From an optimization exercise on the open Yosys and OpenROAD flow, aimed at small area, a short achievable clock period and few clock cycles; shortcuts taken in it are not production practice. In this exercise RTL edits were held to simulation tests only and were not proved equivalent to the original.

--- flow/design.v ---
package dense_pkg;
    typedef enum logic [1:0] {IDLE, MAC, DRAIN, DONE} state_t;
    localparam int ACT_NONE = 0;
    localparam int ACT_RELU = 1;
    function automatic int clog2(input int v);
        int r;
        r = 0;
        for (int i = 0; i < 31; i = i + 1)
            if ((1 << r) < v) r = r + 1;
        clog2 = r;
    endfunction
    function automatic int acc_width(input int bitsize, input int n_in);
        acc_width = 2 * bitsize + clog2(n_in + 1) + 1;
    endfunction
endpackage
module fxp_requant #(
    parameter int BITSIZE = 16,
    parameter int FRAC = 8,
    parameter int ACT = dense_pkg::ACT_RELU,
    parameter int ACC_W = 37
) (
    input  logic signed [ACC_W-1:0] acc,
    output logic [BITSIZE-1:0]      y
);
    localparam logic signed [ACC_W-1:0] MAX = {{(ACC_W-BITSIZE+1){1'b0}}, {(BITSIZE-1){1'b1}}};
    localparam logic signed [ACC_W-1:0] MIN = {{(ACC_W-BITSIZE+1){1'b1}}, {(BITSIZE-1){1'b0}}};
    logic signed [ACC_W-1:0] sh;
    logic [BITSIZE-1:0] sat;
    always_comb begin
        sh = acc >>> FRAC;
        sat = sh > MAX ? MAX[BITSIZE-1:0] : sh < MIN ? MIN[BITSIZE-1:0] : sh[BITSIZE-1:0];
        y = (ACT == dense_pkg::ACT_RELU && sat[BITSIZE-1]) ? '0 : sat;
    end
endmodule
module dense_layer_seq #(
    parameter int BITSIZE = 16,
    parameter int FRAC = 8,
    parameter int N_IN = 10,
    parameter int N_OUT = 92,
    parameter int ACT = dense_pkg::ACT_RELU,
    parameter int AW = dense_pkg::clog2(N_OUT * (N_IN + 1))
) (
    input  logic                     clk,
    input  logic                     reset,
    input  logic                     start,
    input  logic [BITSIZE*N_IN-1:0]  x,
    output logic [AW-1:0]            w_addr,
    input  logic [BITSIZE-1:0]       w_data,
    output logic [BITSIZE*N_OUT-1:0] y,
    output logic                     busy,
    output logic                     done
);
    localparam int ACC_W = dense_pkg::acc_width(BITSIZE, N_IN);
    localparam int KW = dense_pkg::clog2(N_IN + 1);
    localparam int JW = dense_pkg::clog2(N_OUT + 1);
    dense_pkg::state_t state;
    logic [KW-1:0] k;
    logic [JW-1:0] j;
    logic [BITSIZE*N_IN-1:0] x_q;
    logic signed [ACC_W-1:0] acc, term, acc_next;
    logic signed [BITSIZE-1:0] xi, wd;
    logic signed [2*BITSIZE-1:0] prod;
    logic [BITSIZE-1:0] res;
    int idx;
    always_comb begin
        idx = (k == '0) ? 0 : int'(k) - 1;
        xi = x_q[BITSIZE*idx +: BITSIZE];
        wd = w_data;
        prod = xi * wd;
        term = (state == dense_pkg::DRAIN) ? (ACC_W'(wd) <<< FRAC) : ACC_W'(prod);
        acc_next = acc + term;
    end
    fxp_requant #(.BITSIZE(BITSIZE), .FRAC(FRAC), .ACT(ACT), .ACC_W(ACC_W)) u_requant (
        .acc(acc_next),
        .y(res)
    );
    always_ff @(posedge clk or negedge reset) begin
        if (!reset) begin
            state <= dense_pkg::IDLE;
            k <= '0;
            j <= '0;
            x_q <= '0;
            acc <= '0;
            w_addr <= '0;
            y <= '0;
            busy <= 1'b0;
            done <= 1'b0;
        end else begin
            done <= 1'b0;
            case (state)
                dense_pkg::IDLE: if (start) begin
                    x_q <= x;
                    w_addr <= '0;
                    acc <= '0;
                    k <= '0;
                    j <= '0;
                    busy <= 1'b1;
                    state <= dense_pkg::MAC;
                end
                dense_pkg::MAC: begin
                    w_addr <= w_addr + 1'b1;
                    if (k != '0) acc <= acc_next;
                    k <= (k == KW'(N_IN)) ? '0 : k + 1'b1;
                    state <= (k == KW'(N_IN)) ? dense_pkg::DRAIN : dense_pkg::MAC;
                end
                dense_pkg::DRAIN: begin
                    y[BITSIZE*j +: BITSIZE] <= res;
                    acc <= '0;
                    j <= j + 1'b1;
                    state <= (j == JW'(N_OUT - 1)) ? dense_pkg::DONE : dense_pkg::MAC;
                end
                default: begin
                    done <= 1'b1;
                    busy <= 1'b0;
                    state <= dense_pkg::IDLE;
                end
            endcase
        end
    end
endmodule
--- flow/run.sh ---
#!/bin/bash
# synth_recipe.tcl (not shown) runs the flow's synth.tcl, then flattens the netlist and writes it again
# the make line also repeats each setting of config.mk as NAME=value (left out here)
make -C /OpenROAD-flow-scripts/flow DESIGN_CONFIG=/design/flow/config.mk WORK_HOME=/design/flow/orfs CLKGATE_MAP_FILE= SYNTH_SCRIPT=/design/flow/synth_recipe.tcl finish
--- flow/config.mk ---
export PLATFORM = sky130hd
export DESIGN_NAME = dense_layer_seq
export DESIGN_NICKNAME = dense_layer_seq
export VERILOG_FILES = /design/flow/design.v
export SDC_FILE = /design/flow/constraint.sdc
export NUM_CORES = 4
export LEC_CHECK = 0
export CAP_MARGIN = 20
export CORE_AREA = 5 5 595 595
export DIE_AREA = 0 0 600 600
export SLEW_MARGIN = 20
--- flow/constraint.sdc ---
create_clock -name core_clock -period 12.0 [get_ports {clk}]
set_input_delay 2.4000 -clock core_clock [delete_from_list [all_inputs] [get_ports {clk}]]
set_output_delay 2.4000 -clock core_clock [all_outputs]
set_load 0.01 [all_outputs]
==> results.yml <==
worst_setup_path:
  cpMaxStageDelayCell: "or4_1"
  cp.arrival_ns: 12.05
  critPathCaptureType: "flip-flop"
  required_ns: 12.64
  crit_cells: 48
  cp_slowest_stage_delay_ns: 0.55
  crit_buf_inv: 13
  cp_common_cell: "buf_4"
  start_kind: "flip-flop"
  rr_worst_depth: 48
  cp_top_family: "adder cells"
  cp_max_fo: 15
  crit_type: "reg2reg"
logic_synthesis:
  syn-instance-count: 7422
  ys.flop_type: "dfrtp_1"
  synth_nets: 7990
  syn-cell-area_mm2: 0.0792
  ys_seq_elements: 1694
  synth_edf_count: 0
  async_flop_share_pct: 100
  synth_cell_types: 76
  yosysSeqAreaShare_pct: 53.6
  yosys_warnings: 2
  synth_area_per_cell_um2: 10.7
sta:
  maxSlewHeadroom_pct: 16.6
  hold_viol_final: 0
  drv_slew: 0
  post-route-period-util_pct: 95.0
  setup_viol: 0
  fin_tns_setup_ns: 0
  max_freq_mhz: 87.7
  min_period_ns: 11.40
  worst_clock_skew_ns: 0.0795
  hold_ws_ns: 0.471
  tightestPinTransition_ns: 1.24
placement:
  dpl.hpwl_um: 252000
  placed_cell_area_mm2: 0.105
  port_buffers: 1662
  placed_cells: 13600
  place_congestion: 0.889
flow_run:
  cap_violations: 0
final_layout:
  layout.nets: 9798
  layout.cells.most_common_list: "1717 x nand2_1, 1694 x dfrtp_1, 1661 x clkdlybuf4s50_1, 1388 x o31ai_1, 510 x buf_4"
  fillCellCount: 35300
  instances_no_fill: 14000
  final_common_cell: "nand2_1"
  ff_latch_area_mm2: 0.0424
  design_area_mm2: 0.112
  drive_gt1_share_pct: 13.2
  multi_input_area_mm2: 0.0325
  area_growth_pct: 41.5
global_route:
  grt_use_total_pct: 17.8
  grt_max_degree: 155
  grt_pass1_wl_um: 475000
  antenna_found_initial: 14
  overflow: 0
  first_global_vias: 62700
floorplan:
  start_util_pct: 22.8
  boundaryPins: 1663
  chipHeight_um: 600
  coreArea_mm2: 0.346
  fp-row-count: 216
  fp.dieArea_mm2: 0.360
  fp.dieW_um: 600
detailed_routing:
  dr.pass1.iters: 5
  drt-total-wl_um: 337000
  routed_via_density: 4.60
  ant_nets: 0
  drc: 0
  wire_per_inst_um: 24.2
  vias: 64200
  drtIter0Drc: 5476
clock_network:
  clock_path_buffers: 4
  cts.sinks: 1694
  cts_buffers: 194
  cts_tree: "built"
  htreeDepth: 4
  insertion_delay_ns: 0.87
  cts_root_buffer: "clkbuf_16"
  path_clk_slew_ns: 0.06
worst_hold_path:
  min_path_type: "reg2reg"
  min_path_cells: 2
outcome:
  status: "timing/DRC/antenna clean"
## area by class of cell
class	count	share of cell area, %
diodes	4	0.00894
clock buffers	281	5.02
clock inverters	68	0.900
inverters	322	1.08
multi-input cells	4693	29.1
flip-flops and latches	1694	37.8
well taps	4578	5.11
repair buffers	2325	21.0
## state kept, by name (all words and copies together) (netlist names)
register and count:
acc 37, busy 1, state 2, w_addr 10
x_q 160, k 4, y 1472, j 7
done 1
## Yosys cell counts (all sizes together), types with 32 or more instances
library cell	n	area, µm²
a21o	32	240
inv	322	1210
o31ai	1404	10500
clkbuf	479	1800
nand2	1755	6590
nor2	82	308
nand3	32	160
fa	263	5270
and2	235	1470
mux2	161	1810
buf	234	1710
o21ai	142	714
a21oi	77	385
ha	126	1580
dfrtp	1694	42400
xnor2	40	350
nor3	34	175
## path summary, 6_finish.rpt
check,startpoint,end,slack (ns)
hold reg to reg,y[1073],y[1073],0.47
min in group asynchronous,reset,x_q[3],1.42
max in group asynchronous,reset,y[665],8.31
hold / removal,y[1073],y[1073],0.47
setup reg to reg,k[2],y[1469],0.60
setup / recovery,k[2],y[1469],0.60
## worst reg2reg max path: cells and delay by family (launching register included)
family	cells	cell delay (ns)
xor+xnor	1	0.15
compound gates	12	2.57
buf+inv	13	1.88
simple gates	14	2.58
fa+ha+maj	8	3.63
flops	1	0.38
## metrics by stage
step	worst slack [ns]	utilization [%]
6_report	0.596	32.3
5_1_grt	-0.0185	32.3
4_1_cts	0.0786	32.2
3_5_place_dp	-0.364	30.3
3_3_place_gp	-0.493	30.3
2_1_floorplan	0.648	-
## per-layer routing
metal  track usage, %  vias up  wire [µm]
li1                 -    29400          -
met1             21.7    32200     133000
met2             30.6     2100     165000
met3             3.73      574      22300
met4             7.32        8      16200
met5                0        -         46
## timing repair
| item | 4_1_cts | 5_1_grt |
|---|---|---|
| gates cloned | 0 | 1 |
| endpoints found under the setup margin | 2 | 1380 |
| hold endpoints to repair | 0 | 0 |
| pin swaps | 0 | 4 |
| setup buffers | 0 | 6 |
| resized for setup | 1 | 27 |
| hold buffers | 0 | 0 |
## cells by family after synthesis
kind of cell    after synthesis  share of synthesized area (%)
xor+xnor                     71                          0.795
fa+ha+maj                   389                           8.64
simple gates               2236                           11.8
compound gates             1817                           16.7
flops                      1694                           53.6
buf+inv                    1035                           5.96
mux                         180                           2.53
Testbench counts, summed over its fixed seeds: cycles 26,544.

## what the ideal ports hide
The flow's constraints put no driver on any port. The routed layout listed below was extracted and timed again, unchanged, in two steps. Step 1 (the two cells are an assumption about what drives the block):
set clk [get_ports {clk}]
set_driving_cell -lib_cell sky130_fd_sc_hd__clkbuf_16 $clk
set_driving_cell -lib_cell sky130_fd_sc_hd__buf_2 [delete_from_list [all_inputs] $clk]
Step 2 also shifts input and output timing later by t, the mid clock arrival at the registers, as if the neighbouring blocks saw the same clock. a / b / c = no drivers / after step 1 / after step 2; a / b = the first two.
t, ns: 0.922
slack for setup (ns): 0.596 / 0.596 / -0.152
hold slack, ns: 0.471 / 0.471 / 0.471
Met with ideal ports but missed after step 2: setup timing in this run. The setup slack of this run moves by 0.000 ns with the drivers and by -0.748 ns with both steps.
